Source: an optimization exercise on an open RTL-to-GDS flow (aim: small area, a short achievable clock period and few clock cycles per item). Production flows keep margins and buffers that such runs may drop.
In this exercise RTL edits were held to simulation tests only and were not proved equivalent to the original.

==> inputs of run a <==
==> flow/design.v <==
package lkv_pkg;
  localparam int MAX_ENTRIES_DEF = 16;
  localparam int KEY_BITS_DEF    = 16;
  localparam int VALUE_BITS_DEF  = 32;
  localparam int             CAP_BITS  = 5;
  localparam logic [CAP_BITS-1:0] CAP_RESET = 5'd16;
  typedef enum logic {
    CMD_GET = 1'b0,
    CMD_PUT = 1'b1
  } cmd_t;
  typedef enum logic [1:0] {
    ST_IDLE,
    ST_MATCH,
    ST_UPDATE,
    ST_REPLY
  } state_t;
  typedef struct packed {
    logic capture;
    logic lookup;
    logic update;
    logic reply;
  } ctl_cmd_t;
endpackage
module lru_key_value_cache (
  input  logic                         clk,
  input  logic                         rst,
  input  logic                         cfg_write_en,
  input  logic [4:0]                   cfg_write_data,
  input  logic                         req_valid,
  output logic                         req_ready,
  input  logic                         req_command,
  input  logic [15:0]                  req_lookup_key,
  input  logic [31:0]                  req_write_value,
  output logic                         rsp_valid,
  input  logic                         rsp_ready,
  output logic                         rsp_hit,
  output logic [31:0]                  rsp_read_value,
  output logic                         rsp_evicted,
  output logic [15:0]                  rsp_evicted_key
);
  localparam int N  = 16;
  localparam int KW = 16;
  localparam int VW = 32;
  logic          s_v;
  logic          s_put;
  logic [KW-1:0] s_key;
  logic [VW-1:0] s_val;
  logic [N-1:0]  vld;
  logic [KW-1:0] ekey [N];
  logic [VW-1:0] eval [N];
  logic [3:0]    lim_m1;
  logic          go;
  logic [N-1:0]  mq;       
  logic [N-1:0]  eq_old;   
  logic          eq_prev;  
  logic [N-1:0]  mq_d;
  logic [N-1:0]  vld_nx;
  logic [N-1:0]  m;
  logic [N-1:0]  ge;
  logic          hit;
  logic          putmiss;
  logic          full;
  logic [N-1:0]  en;
  logic [VW-1:0] hv;
  logic [KW-1:0] lastkey;
  logic          rd_q;
  logic          free_q;
  assign go        = s_v & (~rsp_valid | rsp_ready);
  assign req_ready = free_q | rsp_ready;
  always_ff @(posedge clk) begin
    if (rst) begin
      free_q <= 1'b1;
    end else begin
      free_q <= ~(req_ready ? req_valid : s_v) | ~(go | (rsp_valid & ~rsp_ready));
    end
  end
  always_ff @(posedge clk) begin
    if (rst) begin
      s_v <= 1'b0;
    end else if (req_ready) begin
      s_v <= req_valid;
    end
  end
  always_ff @(posedge clk) begin
    if (req_ready) begin
      s_put <= req_command;
      s_key <= req_lookup_key;
      s_val <= req_write_value;
      mq    <= mq_d;
    end
  end
  always_ff @(posedge clk) begin
    if (rst) begin
      lim_m1 <= 4'd15;
    end else if (cfg_write_en) begin
      if (cfg_write_data == 5'd0) begin
        lim_m1 <= 4'd0;
      end else if (cfg_write_data > 5'd16) begin
        lim_m1 <= 4'd15;
      end else begin
        lim_m1 <= 4'(cfg_write_data - 5'd1);
      end
    end
  end
  always_comb begin
    for (int i = 0; i < N; i++) begin
      m[i] = mq[i];
    end
    for (int i = 0; i < N; i++) begin
      ge[i] = |(m >> i);
    end
    hit     = ge[0];
    putmiss = s_put & ~hit;
    full    = vld[lim_m1];
    en[0]   = go & (hit | s_put);
    for (int i = 1; i < N; i++) begin
      en[i] = go & (ge[i] | putmiss);
    end
    hv      = '0;
    lastkey = '0;
    for (int i = 0; i < N; i++) begin
      hv = hv | ({VW{m[i]}} & eval[i]);
      if (i == N - 1) begin
        lastkey = lastkey | ({KW{vld[i]}} & ekey[i]);
      end else begin
        lastkey = lastkey | ({KW{vld[i] & ~vld[i+1]}} & ekey[i]);
      end
    end
  end
  always_comb begin
    eq_prev = (req_lookup_key == s_key);
    for (int i = 0; i < N; i++) begin
      eq_old[i] = (req_lookup_key == ekey[i]);
    end
    vld_nx  = (go && putmiss && !full) ? {vld[N-2:0], 1'b1} : vld;
    mq_d[0] = (en[0] ? eq_prev : eq_old[0]) & vld_nx[0];
    for (int i = 1; i < N; i++) begin
      mq_d[i] = (en[i] ? eq_old[i-1] : eq_old[i]) & vld_nx[i];
    end
  end
  always_ff @(posedge clk) begin
    if (en[0]) begin
      ekey[0] <= s_key;
      eval[0] <= s_put ? s_val : hv;
    end
    for (int i = 1; i < N; i++) begin
      if (en[i]) begin
        ekey[i] <= ekey[i-1];
        eval[i] <= eval[i-1];
      end
    end
  end
  always_ff @(posedge clk) begin
    if (rst) begin
      vld <= '0;
    end else if (go && putmiss && !full) begin
      vld <= {vld[N-2:0], 1'b1};
    end
  end
  always_ff @(posedge clk) begin
    if (rst) begin
      rsp_valid <= 1'b0;
    end else if (go) begin
      rsp_valid <= 1'b1;
    end else if (rsp_ready) begin
      rsp_valid <= 1'b0;
    end
  end
  assign rsp_read_value = {VW{rd_q}} & eval[0];
  always_ff @(posedge clk) begin
    if (go) begin
      rd_q            <= hit & ~s_put;
      rsp_hit         <= hit;
      rsp_evicted     <= putmiss & full;
      rsp_evicted_key <= (putmiss & full) ? lastkey : '0;
    end
  end
endmodule
==> flow/flow/run.sh <==
#!/bin/bash
set -e
echo 'export BUFFER_PORTS_ARGS = -buffer_cell sky130_fd_sc_hd__buf_4' >> "$FLOW_CONFIG"
bash standard.sh > standard.log 2>&1
==> flow/standard.sh <==
#!/bin/bash
# synth_recipe.tcl (not shown) runs the flow's synth.tcl, then flattens the netlist and writes it again
# the make line also repeats each setting of config.mk as NAME=value (left out here)
make -C /OpenROAD-flow-scripts/flow DESIGN_CONFIG=/design/flow/config.mk WORK_HOME=/design/flow/orfs CLKGATE_MAP_FILE= SYNTH_SCRIPT=/design/flow/synth_recipe.tcl "${@:-finish}"
==> flow/config.mk <==
export PLATFORM = sky130hd
export DESIGN_NAME = lru_key_value_cache
export DESIGN_NICKNAME = lru_key_value_cache
export VERILOG_FILES = /design/flow/design.v
export SDC_FILE = /design/flow/constraint.sdc
export NUM_CORES = 4
export LEC_CHECK = 0
export CAP_MARGIN = 20
export CORE_MARGIN = 2
export CORE_UTILIZATION = 60
export SETUP_SLACK_MARGIN = 3.15
export SLEW_MARGIN = 20
export BUFFER_PORTS_ARGS = -buffer_cell sky130_fd_sc_hd__buf_4
==> flow/constraint.sdc <==
create_clock -name core_clock -period 6.0 [get_ports {clk}]
set_input_delay 1.2000 -clock core_clock [delete_from_list [all_inputs] [get_ports {clk}]]
set_output_delay 1.2000 -clock core_clock [all_outputs]
set_load 0.01 [all_outputs]
==> run b (differences from run a) <==
--- a/flow/design.v
+++ b/flow/design.v
@@ -47,2 +47,3 @@
   logic [VW-1:0] s_val;
+  logic [4:0]    cnt;
   logic [N-1:0]  vld;
@@ -52,2 +53,12 @@
   logic          go;
+  logic          s_load;
+  logic          take;
+  logic          k_v;
+  logic          k_put;
+  logic [KW-1:0] k_key;
+  logic [VW-1:0] k_val;
+  logic [N-1:0]  kmq;
+  logic          k_eqp;
+  logic [N-1:0]  bq;       
+  logic          bq_prev;  
   logic [N-1:0]  mq;       
@@ -56,3 +67,2 @@
   logic [N-1:0]  mq_d;
-  logic [N-1:0]  vld_nx;
   logic [N-1:0]  m;
@@ -66,25 +76,37 @@
   logic          rd_q;
-  logic          free_q;
   assign go        = s_v & (~rsp_valid | rsp_ready);
-  assign req_ready = free_q | rsp_ready;
-  always_ff @(posedge clk) begin
-    if (rst) begin
-      free_q <= 1'b1;
+  assign s_load    = go | ~s_v;
+  assign take      = req_valid & ~k_v;
+  assign req_ready = ~k_v;
+  always_ff @(posedge clk) begin
+    if (rst) begin
+      s_v <= 1'b0;
+    end else if (s_load) begin
+      s_v <= k_v | take;
+    end
+  end
+  always_ff @(posedge clk) begin
+    if (s_load) begin
+      s_put <= k_v ? k_put : req_command;
+      s_key <= k_v ? k_key : req_lookup_key;
+      s_val <= k_v ? k_val : req_write_value;
+      mq    <= mq_d;
+    end
+  end
+  always_ff @(posedge clk) begin
+    if (rst) begin
+      k_v <= 1'b0;
+    end else if (k_v) begin
+      k_v <= ~go;
     end else begin
-      free_q <= ~(req_ready ? req_valid : s_v) | ~(go | (rsp_valid & ~rsp_ready));
-    end
-  end
-  always_ff @(posedge clk) begin
-    if (rst) begin
-      s_v <= 1'b0;
-    end else if (req_ready) begin
-      s_v <= req_valid;
-    end
-  end
-  always_ff @(posedge clk) begin
-    if (req_ready) begin
-      s_put <= req_command;
-      s_key <= req_lookup_key;
-      s_val <= req_write_value;
-      mq    <= mq_d;
+      k_v <= take & ~s_load;
+    end
+  end
+  always_ff @(posedge clk) begin
+    if (~k_v) begin
+      k_put <= req_command;
+      k_key <= req_lookup_key;
+      k_val <= req_write_value;
+      kmq   <= eq_old;
+      k_eqp <= eq_prev;
     end
@@ -106,3 +128,6 @@
     for (int i = 0; i < N; i++) begin
-      m[i] = mq[i];
+      vld[i] = cnt > 5'(i);
+    end
+    for (int i = 0; i < N; i++) begin
+      m[i] = vld[i] & mq[i];
     end
@@ -113,3 +138,3 @@
     putmiss = s_put & ~hit;
-    full    = vld[lim_m1];
+    full    = cnt > {1'b0, lim_m1};
     en[0]   = go & (hit | s_put);
@@ -134,6 +159,7 @@
     end
-    vld_nx  = (go && putmiss && !full) ? {vld[N-2:0], 1'b1} : vld;
-    mq_d[0] = (en[0] ? eq_prev : eq_old[0]) & vld_nx[0];
+    bq      = k_v ? kmq : eq_old;
+    bq_prev = k_v ? k_eqp : eq_prev;
+    mq_d[0] = en[0] ? bq_prev : bq[0];
     for (int i = 1; i < N; i++) begin
-      mq_d[i] = (en[i] ? eq_old[i-1] : eq_old[i]) & vld_nx[i];
+      mq_d[i] = en[i] ? bq[i-1] : bq[i];
     end
@@ -154,5 +180,5 @@
     if (rst) begin
-      vld <= '0;
+      cnt <= '0;
     end else if (go && putmiss && !full) begin
-      vld <= {vld[N-2:0], 1'b1};
+      cnt <= cnt + 5'd1;
     end
Settings changed: CORE_UTILIZATION 60 to 40, SETUP_SLACK_MARGIN 3.15 to 3.4.
==> run c (differences from run a) <==
--- a/flow/design.v
+++ b/flow/design.v
@@ -52,7 +52,2 @@
   logic          go;
-  logic [N-1:0]  mq;       
-  logic [N-1:0]  eq_old;   
-  logic          eq_prev;  
-  logic [N-1:0]  mq_d;
-  logic [N-1:0]  vld_nx;
   logic [N-1:0]  m;
@@ -65,13 +60,4 @@
   logic [KW-1:0] lastkey;
-  logic          rd_q;
-  logic          free_q;
   assign go        = s_v & (~rsp_valid | rsp_ready);
-  assign req_ready = free_q | rsp_ready;
-  always_ff @(posedge clk) begin
-    if (rst) begin
-      free_q <= 1'b1;
-    end else begin
-      free_q <= ~(req_ready ? req_valid : s_v) | ~(go | (rsp_valid & ~rsp_ready));
-    end
-  end
+  assign req_ready = ~s_v | ~rsp_valid | rsp_ready;
   always_ff @(posedge clk) begin
@@ -88,3 +74,2 @@
       s_val <= req_write_value;
-      mq    <= mq_d;
     end
@@ -106,3 +91,3 @@
     for (int i = 0; i < N; i++) begin
-      m[i] = mq[i];
+      m[i] = vld[i] && (ekey[i] == s_key);
     end
@@ -127,13 +112,2 @@
       end
-    end
-  end
-  always_comb begin
-    eq_prev = (req_lookup_key == s_key);
-    for (int i = 0; i < N; i++) begin
-      eq_old[i] = (req_lookup_key == ekey[i]);
-    end
-    vld_nx  = (go && putmiss && !full) ? {vld[N-2:0], 1'b1} : vld;
-    mq_d[0] = (en[0] ? eq_prev : eq_old[0]) & vld_nx[0];
-    for (int i = 1; i < N; i++) begin
-      mq_d[i] = (en[i] ? eq_old[i-1] : eq_old[i]) & vld_nx[i];
     end
@@ -168,7 +142,6 @@
   end
-  assign rsp_read_value = {VW{rd_q}} & eval[0];
   always_ff @(posedge clk) begin
     if (go) begin
-      rd_q            <= hit & ~s_put;
       rsp_hit         <= hit;
+      rsp_read_value  <= s_put ? '0 : hv;
       rsp_evicted     <= putmiss & full;
==> flow/run.sh (new file) <==
#!/bin/bash
# synth_recipe.tcl (not shown) runs the flow's synth.tcl, then flattens the netlist and writes it again
# the make line also repeats each setting of config.mk as NAME=value (left out here)
make -C /OpenROAD-flow-scripts/flow DESIGN_CONFIG=/design/flow/config.mk WORK_HOME=/design/flow/orfs CLKGATE_MAP_FILE= SYNTH_SCRIPT=/design/flow/synth_recipe.tcl finish
Settings changed: BUFFER_PORTS_ARGS -buffer_cell sky130_fd_sc_hd__buf_4 to default, CORE_UTILIZATION 60 to 40, SETUP_SLACK_MARGIN 3.15 to default.
removed: flow/flow/run.sh
removed: flow/standard.sh
==> notes.md <==
quantity	run b	run a	run c
Outcome	complete, no violations	complete, no violations	complete, no violations
Multiplexer share of the synthesized area	2.18%	1.41%	0.740%
Startpoint types	register	input port	register
Total iterations of the first detailed-routing run	6	5	6
Area share of the largest cell type after synthesis	69.4%	73.0%	73.3%
Fraction of the yosys area taken by sequential cells	73.7%	74.3%	74.6%
Non-clk invs	66	42	12
R2r endpoint	mq[7]	mq[7]	ekey[2][4]
Standard cell core area	91500 µm²	57700 µm²	88200 µm²
Path type of the worst setup path	reg2reg	in2out	reg2reg
Setup crit end	mq[7]	req_ready	ekey[2][4]
Final design utilization	53.0%	70.1%	46.5%
Delay contributed by the slowest stage of the critical path	0.43 ns	0.31 ns	0.77 ns
Testbench counts of run a, summed over its fixed seeds: cycles 8,016, items 8,000.
Testbench counts of run b, summed over its fixed seeds: cycles 8,016, items 8,000.
Testbench counts of run c, summed over its fixed seeds: cycles 8,016, items 8,000.

[re-timing with driven ports]
No port has a modelled driver above. Below, the same layouts with a new extraction and two added sets of constraints.
Step 1 assumes that a clkbuf_16 drives the clock port and a buf_2 every other input.
Step 2 also shifts input and output timing later by t, the mid clock arrival at the registers, as if the neighbouring blocks saw the same clock.
a / b / c = no drivers / after step 1 / after step 2; a / b = the first two.
run	t, ns	setup slack, ns	worst setup path after step 2	slew at the worst register clock pin (ns)	worst data-port slew with drivers (ns)
run a	0.704	3.047 / 3.016 / 2.403	input to register	0.07 / 0.07	0.08
run b	0.744	2.953 / 2.953 / 2.517	input to register	0.07 / 0.07	0.06
run c	0.714	0.971 / 0.971 / 0.971	register to register	0.07 / 0.07	0.06
After both steps every run listed still meets setup and hold. The setup slack of run a, which loses most, moves by -0.031 ns with the drivers and by -0.644 ns with both steps.
